This design comes from an exercise in tuning for small area on the open sky130 flow, not from production work. RTL that was checked went through simulation tests only; none was proved equivalent to the original. No driver is modelled on the clock port, so clocking that relies on it looks cheaper here than on a real chip.

==> run a: inputs <==
==> flow/design.v (excerpt) <==
module periph_top (
   input  logic                  clock,
   input  logic                  reset,
   input  periph_pkg::bus_addr_t addr,
   input  periph_pkg::bus_data_t wdata,
   input  logic                  readmem,
   input  logic                  writemem,
   input  logic                  readio,
   input  logic                  writeio,
   input  logic                  inta,
   input  periph_pkg::irq_vec_t  irq_lines,
   output periph_pkg::bus_data_t rdata,
   output logic                  intr,
   output periph_pkg::sel_vec_t  sel,
   output logic                  bootstrap
);
==> module shadow_ram, before the edit <==
module shadow_ram (
   input  logic                  clock,
   input  periph_pkg::ram_addr_t addr,
   input  periph_pkg::bus_data_t wdata,
   input  logic                  select,
   input  logic                  read,
   input  logic                  write,
   input  logic                  bootstrap,    
   output periph_pkg::bus_data_t rbyte      
);
   localparam int DEPTH = periph_pkg::RAM_DEPTH;
   logic               phase;           
   logic [8*DEPTH-1:0] store;           
   logic [8*DEPTH-1:0] store_d;
   logic [31:0]        row_hit;         
   logic [31:0]        col_hit;         
   logic [DEPTH-1:0]   word_sel;        
   logic [DEPTH-1:0]   word_nsel;
   logic [7:0]         raw;             
   logic [7:0]         wbit;            
   logic               rd_en;
   logic               wr_en;
   assign rd_en = select && read && !bootstrap;
   assign wr_en = select && write;
   always_ff @(posedge clock) begin
      phase <= ~phase;
   end
   always_comb begin
      for (int r = 0; r < 32; r++) row_hit[r] = (addr[9:5] == 5'(r));
      for (int c = 0; c < 32; c++) col_hit[c] = (addr[4:0] == 5'(c));
   end
   for (genvar w = 0; w < DEPTH; w++) begin : g_dec
      ram_nand2 u_nsel (.a(row_hit[w / 32]), .b(col_hit[w % 32]), .y(word_nsel[w]));
      ram_inv   u_sel  (.a(word_nsel[w]), .y(word_sel[w]));
   end
   for (genvar b = 0; b < 8; b++) begin : g_rd
      logic [511:0] l0;    
      logic [127:0] l1;    
      logic [31:0]  l2;    
      logic [7:0]   l3;    
      logic [1:0]   l4;    
      for (genvar i = 0; i < 512; i++) begin : g_l0
         ram_oa22i u_g (.a1(store[16*i+b]),   .a2(word_nsel[2*i]),
                        .b1(store[16*i+8+b]), .b2(word_nsel[2*i+1]), .y(l0[i]));
      end
      for (genvar i = 0; i < 128; i++) begin : g_l1
         ram_or4 u_g (.a(l0[4*i]), .b(l0[4*i+1]), .c(l0[4*i+2]), .d(l0[4*i+3]), .y(l1[i]));
      end
      for (genvar i = 0; i < 32; i++) begin : g_l2
         ram_or4 u_g (.a(l1[4*i]), .b(l1[4*i+1]), .c(l1[4*i+2]), .d(l1[4*i+3]), .y(l2[i]));
      end
      for (genvar i = 0; i < 8; i++) begin : g_l3
         ram_or4 u_g (.a(l2[4*i]), .b(l2[4*i+1]), .c(l2[4*i+2]), .d(l2[4*i+3]), .y(l3[i]));
      end
      for (genvar i = 0; i < 2; i++) begin : g_l4
         ram_or4 u_g (.a(l3[4*i]), .b(l3[4*i+1]), .c(l3[4*i+2]), .d(l3[4*i+3]), .y(l4[i]));
      end
      ram_nor2 u_raw (.a(l4[0]), .b(l4[1]), .y(raw[b]));
   end
   assign wbit = wr_en ? (wdata ^ {8{phase}}) : raw;
   for (genvar w = 0; w < DEPTH; w++) begin : g_word
      for (genvar b = 0; b < 8; b++) begin : g_bit
         ram_oa22i u_hold (.a1(store[8*w+b]), .a2(word_sel[w]),
                           .b1(word_nsel[w]), .b2(wbit[b]), .y(store_d[8*w+b]));
      end
   end
   always_ff @(posedge clock) begin
      store <= store_d;
   end
   assign rbyte = rd_en ? (raw ^ {8{phase}}) : '0;
endmodule
==> module ram_or4, before the edit <==
module ram_or4 (
   input  logic a,
   input  logic b,
   input  logic c,
   input  logic d,
   output logic y
);
   assign y = a | b | c | d;
endmodule
export LEC_CHECK = 0
export CAP_MARGIN = 10
export CORE_MARGIN = 2
export CORE_UTILIZATION = 50
export PLACE_DENSITY = 0.6
export SLEW_MARGIN = 10
export SYNTH_HIERARCHICAL = 1
export SYNTH_MINIMUM_KEEP_SIZE = 0
create_clock -name core_clock -period 10.0 [get_ports {clock}]
standard.sh (not shown) runs the stock make flow with config.mk's settings and CLKGATE_MAP_FILE= SYNTH_SCRIPT=/design/flow/synth_recipe.tcl, a recipe that flattens the netlist after the stock synthesis.
==> flow/flow/run.sh <==
#!/bin/bash
# Layout flow: the standard ORFS flow (standard.sh) with these changes:
# - clock tree: small leaf buffers, no dummy loads, slow leaves upsized after
#   CTS, then oversized signal cells shrunk (post_cts.tcl, downsize.tcl);
# - small port buffers.
# Runs in the work folder; the make output goes to flow_make.log there, and
# ORFS keeps each step's own log under orfs/logs.
set -euo pipefail
cd "$(dirname "$0")/.."
here=$(pwd)

cts_args="-sink_clustering_enable -repair_clock_nets -dont_use_dummy_load"
cts_args+=" -sink_clustering_size 10 -sink_clustering_max_diameter 50"
cts_args+=" -buf_list sky130_fd_sc_hd__clkbuf_4"

bash standard.sh \
  "CTS_ARGS=${cts_args}" \
  "POST_CTS_TCL=${here}/flow/post_cts.tcl" \
  "BUFFER_PORTS_ARGS=-buffer_cell sky130_fd_sc_hd__buf_1" \
  finish > flow_make.log 2>&1
==> flow/flow/downsize.tcl <==
# Greedy downsizing after clock tree synthesis: timing-driven placement and
# repair leave many buffers and gates larger than they need to be. Each
# signal cell with setup slack to spare (largest first) is stepped down to
# smaller sizes of its own function while, with the parasitics estimated
# again after each step, every pin it touches stays under 80% of the slew
# limit and the setup slack stays above a margin (the routed slack comes out
# up to about 0.7 ns below this placement estimate). Clock tree cells and
# registers are left alone. A time budget bounds the run.
proc ds_pin_slew {pin} {
  set s 0.0
  foreach e {rise fall} {
    set v [get_property $pin slew_max_$e]
    if {$v > $s} { set s $v }
  }
  return $s
}
proc ds_ok {inst slew_lim slack_min} {
  if {[sta::worst_slack_cmd max] < $slack_min * 1e-9} { return 0 }
  foreach out [get_pins -of_objects $inst -filter "direction==output"] {
    if {[get_property $out slack_max] < $slack_min} { return 0 }
    foreach p [get_pins -of_objects [get_nets -of_objects $out]] {
      if {[ds_pin_slew $p] > $slew_lim} { return 0 }
    }
  }
  foreach p [get_pins -of_objects $inst -filter "direction==input"] {
    if {[ds_pin_slew $p] > $slew_lim} { return 0 }
  }
  return 1
}
set slew_lim [expr {1.5 * 0.8}]
set slack_min 1.0
set budget_s 2400
set t_start [clock seconds]

# sizes of each function in the library
set ds_family [dict create]
foreach cell [get_lib_cells */sky130_fd_sc_hd__*] {
  set n [get_name $cell]
  if {![regexp {^(sky130_fd_sc_hd__[a-z0-9]+)_([0-9]+)$} $n -> base size]} { continue }
  if {[string match "*lpflow*" $n] || [string match "*probe*" $n]} { continue }
  dict lappend ds_family $base [list $n [get_property $cell area]]
}

estimate_parasitics -placement
set a0 [rsz::design_area]
set work {}
foreach inst [get_cells -hierarchical *] {
  set ref [get_property $inst ref_name]
  if {![regexp {^(sky130_fd_sc_hd__[a-z0-9]+)_([0-9]+)$} $ref -> base size]} { continue }
  if {[string match "sky130_fd_sc_hd__df*" $ref] || [string match "sky130_fd_sc_hd__clk*" $ref]} { continue }
  if {![dict exists $ds_family $base]} { continue }
  set area [get_property [get_lib_cells */$ref] area]
  set smaller {}
  foreach e [lsort -index 1 -real -decreasing [dict get $ds_family $base]] {
    if {[lindex $e 1] < $area - 0.01} { lappend smaller [lindex $e 0] }
  }
  if {![llength $smaller]} { continue }
  set slack 1e9
  foreach out [get_pins -of_objects $inst -filter "direction==output"] {
    set s [get_property $out slack_max]
    if {$s < $slack} { set slack $s }
  }
  if {$slack < $slack_min + 0.2} { continue }
  lappend work [list [get_full_name $inst] $ref $smaller $area]
}
set changed 0
set tries 0
foreach w [lsort -index 3 -real -decreasing $work] {
  if {[clock seconds] - $t_start > $budget_s} { break }
  lassign $w name ref smaller
  set inst [get_cells $name]
  set room 1
  foreach out [get_pins -of_objects $inst -filter "direction==output"] {
    if {[get_property $out slack_max] < $slack_min + 0.15} { set room 0 }
  }
  if {!$room} { continue }
  set best $ref
  foreach try $smaller {
    replace_cell $name $try
    estimate_parasitics -placement
    incr tries
    if {[ds_ok $inst $slew_lim $slack_min]} {
      set best $try
    } else {
      break
    }
  }
  if {$best ne [get_property $inst ref_name]} {
    replace_cell $name $best
    estimate_parasitics -placement
  }
  if {$best ne $ref} { incr changed }
}
puts "downsize: resized $changed of [llength $work] cells in $tries tries, [expr {[clock seconds] - $t_start}] s, area [format %.1f [expr {([rsz::design_area] - $a0) * 1e12}]] um2, worst slack [format %.3f [expr {[sta::worst_slack_cmd max] * 1e9}]] ns"
==> flow/flow/post_cts.tcl <==
estimate_parasitics -placement
set upsized 0
set seen [dict create]
foreach pin [all_registers -clock_pins -edge_triggered] {
  set slew 0.0
  foreach edge {rise fall} {
    foreach analysis {min max} {
      set v [get_property $pin slew_${analysis}_$edge]
      if {$v > $slew} { set slew $v }
    }
  }
  if {$slew <= 0.110} { continue }
  foreach drv [get_pins -of_objects [get_nets -of_objects $pin] -filter "direction==output"] {
    set inst [get_cells -of_objects $drv]
    set name [get_full_name $inst]
    if {[dict exists $seen $name]} { continue }
    dict set seen $name 1
    if {[get_property $inst ref_name] eq "sky130_fd_sc_hd__clkbuf_4"} {
      replace_cell $name sky130_fd_sc_hd__clkbuf_8
      incr upsized
    }
  }
}
puts "post_cts: upsized $upsized clock leaf buffers"
if {$upsized > 0} {
  detailed_placement
  check_placement
  estimate_parasitics -placement
}

# then shrink the signal cells that placement and repair left oversized
source [file join [file dirname [info script]] downsize.tcl]
# any capacitance limit the smaller drivers now miss is repaired here
estimate_parasitics -placement
repair_design -slew_margin 10 -cap_margin 10
detailed_placement
check_placement
==> run b (differences from run a) <==
--- a/flow/design.v
+++ b/flow/design.v
@@ -305,14 +305,14 @@
       end
       for (genvar i = 0; i < 128; i++) begin : g_l1
-         ram_or4 u_g (.a(l0[4*i]), .b(l0[4*i+1]), .c(l0[4*i+2]), .d(l0[4*i+3]), .y(l1[i]));
+         ram_nor4 u_g (.a(l0[4*i]), .b(l0[4*i+1]), .c(l0[4*i+2]), .d(l0[4*i+3]), .y(l1[i]));
       end
       for (genvar i = 0; i < 32; i++) begin : g_l2
-         ram_or4 u_g (.a(l1[4*i]), .b(l1[4*i+1]), .c(l1[4*i+2]), .d(l1[4*i+3]), .y(l2[i]));
+         ram_nand4 u_g (.a(l1[4*i]), .b(l1[4*i+1]), .c(l1[4*i+2]), .d(l1[4*i+3]), .y(l2[i]));
       end
       for (genvar i = 0; i < 8; i++) begin : g_l3
-         ram_or4 u_g (.a(l2[4*i]), .b(l2[4*i+1]), .c(l2[4*i+2]), .d(l2[4*i+3]), .y(l3[i]));
+         ram_nor4 u_g (.a(l2[4*i]), .b(l2[4*i+1]), .c(l2[4*i+2]), .d(l2[4*i+3]), .y(l3[i]));
       end
       for (genvar i = 0; i < 2; i++) begin : g_l4
-         ram_or4 u_g (.a(l3[4*i]), .b(l3[4*i+1]), .c(l3[4*i+2]), .d(l3[4*i+3]), .y(l4[i]));
+         ram_nand4 u_g (.a(l3[4*i]), .b(l3[4*i+1]), .c(l3[4*i+2]), .d(l3[4*i+3]), .y(l4[i]));
       end
       ram_nor2 u_raw (.a(l4[0]), .b(l4[1]), .y(raw[b]));
@@ -359,5 +359,5 @@
    assign y = ~(a | b);
 endmodule
-module ram_or4 (
+module ram_nand4 (
    input  logic a,
    input  logic b,
@@ -366,5 +366,14 @@
    output logic y
 );
-   assign y = a | b | c | d;
+   assign y = ~(a & b & c & d);
+endmodule
+module ram_nor4 (
+   input  logic a,
+   input  logic b,
+   input  logic c,
+   input  logic d,
+   output logic y
+);
+   assign y = ~(a | b | c | d);
 endmodule
 `timescale 1ns/1ps
--- a/flow/flow/run.sh
+++ b/flow/flow/run.sh
@@ -1,4 +1,6 @@
 #!/bin/bash
 # Layout flow: the standard ORFS flow (standard.sh) with these changes:
+# - synthesis: ABC is told of a light output load, so that it maps to the
+#   smallest cells (registers are not touched; timing repair upsizes later);
 # - clock tree: small leaf buffers, no dummy loads, slow leaves upsized after
 #   CTS, then oversized signal cells shrunk (post_cts.tcl, downsize.tcl);
@@ -17,4 +19,5 @@
   "CTS_ARGS=${cts_args}" \
   "POST_CTS_TCL=${here}/flow/post_cts.tcl" \
+  "ABC_LOAD_IN_FF=1" \
   "BUFFER_PORTS_ARGS=-buffer_cell sky130_fd_sc_hd__buf_1" \
   finish > flow_make.log 2>&1
==> flow/flow/downsize.tcl (replaced) <==
# Greedy downsizing after clock tree synthesis: timing-driven placement and
# repair leave many buffers and gates larger than they need to be. Each
# signal cell (largest first) takes the smallest size of its own function
# that keeps every pin it touches under 80% of the slew limit and the setup
# slack above a margin (1.3 ns: the routed slack comes out up to about
# 0.9 ns below the placement estimate). Clock tree cells and registers are
# left alone.
proc ds_pin_slew {pin} {
  set s 0.0
  foreach e {rise fall} {
    set v [get_property $pin slew_max_$e]
    if {$v > $s} { set s $v }
  }
  return $s
}
proc ds_ok {inst slew_lim} {
  foreach out [get_pins -of_objects $inst -filter "direction==output"] {
    foreach p [get_pins -of_objects [get_nets -of_objects $out]] {
      if {[ds_pin_slew $p] > $slew_lim} { return 0 }
    }
  }
  foreach p [get_pins -of_objects $inst -filter "direction==input"] {
    if {[ds_pin_slew $p] > $slew_lim} { return 0 }
  }
  return 1
}
# sizes of each function in the library, smallest first
set ds_family [dict create]
foreach cell [get_lib_cells */sky130_fd_sc_hd__*] {
  set n [get_name $cell]
  if {![regexp {^(sky130_fd_sc_hd__[a-z0-9]+)_([0-9]+)$} $n -> base size]} { continue }
  if {[string match "*lpflow*" $n] || [string match "*probe*" $n]} { continue }
  dict lappend ds_family $base [list $size $n [get_property $cell area]]
}
set slew_lim [expr {1.5 * 0.8}]
set wns_min 1.3e-9
set changed 0
set a0 [rsz::design_area]
set work {}
foreach inst [get_cells -hierarchical *] {
  set ref [get_property $inst ref_name]
  if {![regexp {^(sky130_fd_sc_hd__[a-z0-9]+)_([0-9]+)$} $ref -> base size]} { continue }
  if {[string match "sky130_fd_sc_hd__df*" $ref] || [string match "sky130_fd_sc_hd__clk*" $ref]} { continue }
  if {![dict exists $ds_family $base]} { continue }
  set smaller {}
  foreach e [lsort -index 2 -real -decreasing [dict get $ds_family $base]] {
    if {[lindex $e 2] < [get_property [get_lib_cells */$ref] area] - 0.01} { lappend smaller [lindex $e 1] }
  }
  if {[llength $smaller]} { lappend work [list $inst $ref $smaller] }
}
foreach w $work {
  lassign $w inst ref smaller
  set name [get_full_name $inst]
  set best $ref
  foreach try $smaller {
    replace_cell $name $try
    if {[ds_ok $inst $slew_lim] && [sta::worst_slack_cmd max] > $wns_min} {
      set best $try
    } else {
      break
    }
  }
  if {$best ne [get_property $inst ref_name]} { replace_cell $name $best }
  if {$best ne $ref} { incr changed }
}
puts "downsize: resized $changed of [llength $work] cells, area [format %.1f [expr {([rsz::design_area] - $a0) * 1e12}]] um2"
--- a/flow/flow/post_cts.tcl
+++ b/flow/flow/post_cts.tcl
@@ -31,6 +31,4 @@
 # then shrink the signal cells that placement and repair left oversized
 source [file join [file dirname [info script]] downsize.tcl]
-# any capacitance limit the smaller drivers now miss is repaired here
-estimate_parasitics -placement
 repair_design -slew_margin 10 -cap_margin 10
 detailed_placement
==> run notes <==
quantity                                                                                   run a                     run b
Compound-gate portion of the synthesized area                                             0.2952                    0.2972
Gate Count Post-Synth                                                                     24.69k                    24.69k
Outcome                                                                 timing/DRC/antenna clean    stopped before the end
Failing step                                                                                   -      clock tree synthesis
Final HPWL DP                                                                         572,100 um                584,300 um
Width of the chip                                                                       733.3 um                  730.9 um
Number of cells in the design after placement                                             32.09k                    32.24k
Number of distinct library cells after synthesis                                              60                        62
Post-synth design cell area                                                          265,900 um2               264,200 um2
Placement-stage cell area                                                            280,100 um2               280,400 um2
Fraction of post-synthesis cell area in the top cell type by area                         0.6263                    0.6304
Post-synthesis share of cell area spent on and, or, nand and nor gates                   0.05841                   0.05216
Post-synthesis xor/xnor area fraction                                                   0.001411                  0.001506
DP Worst Slack                                                                         0.1152 ns                  1.089 ns
Dominant register cell in the synthesized netlist                       sky130_fd_sc_hd__dfxtp_1  sky130_fd_sc_hd__dfxtp_1
Number of cell rows                                                                          267                       266
Fraction of the yosys area taken by sequential cells                                      0.6263                    0.6304
Die Y-Extent                                                                            733.3 um                  730.9 um
Nets in the synthesized netlist                                                           24.73k                    24.73k
Avg Cell Area, Syn                                                                     10.77 um2                 10.70 um2
Share of cell area taken by muxes after synthesis                                       0.002898                  0.002903
Initial cell density of the core                                                          0.5026                    0.5028
Gpl congestion                                                                            0.8644                    0.8839
Function not checked in run b: the RTL went through the layout flow alone.

static timing again, ports no longer ideal:
How much do the figures lean on ideal ports? The routed layout below was timed once more, with nothing changed but the port constraints.
Step 1 assumes that a clkbuf_16 drives the clock port and a buf_2 every other input.
Step 2 moves the port delays by t, midway between the first and last clock arrival at a register: inputs arrive t later, outputs are due t later. That takes back most of the time a late clock gives input paths.
Three values: ideal ports, drivers, drivers and shift; two values: the first two.
run: run a
t, ns: 1.938
slack for setup (ns): 0.480 / 0.566 / -1.372
worst register clock-pin slew, ns: 0.12 / 0.12
Met with ideal ports but missed after step 2: setup timing in run a. The setup slack of run a moves by +0.086 ns with the drivers and by -1.852 ns with both steps.
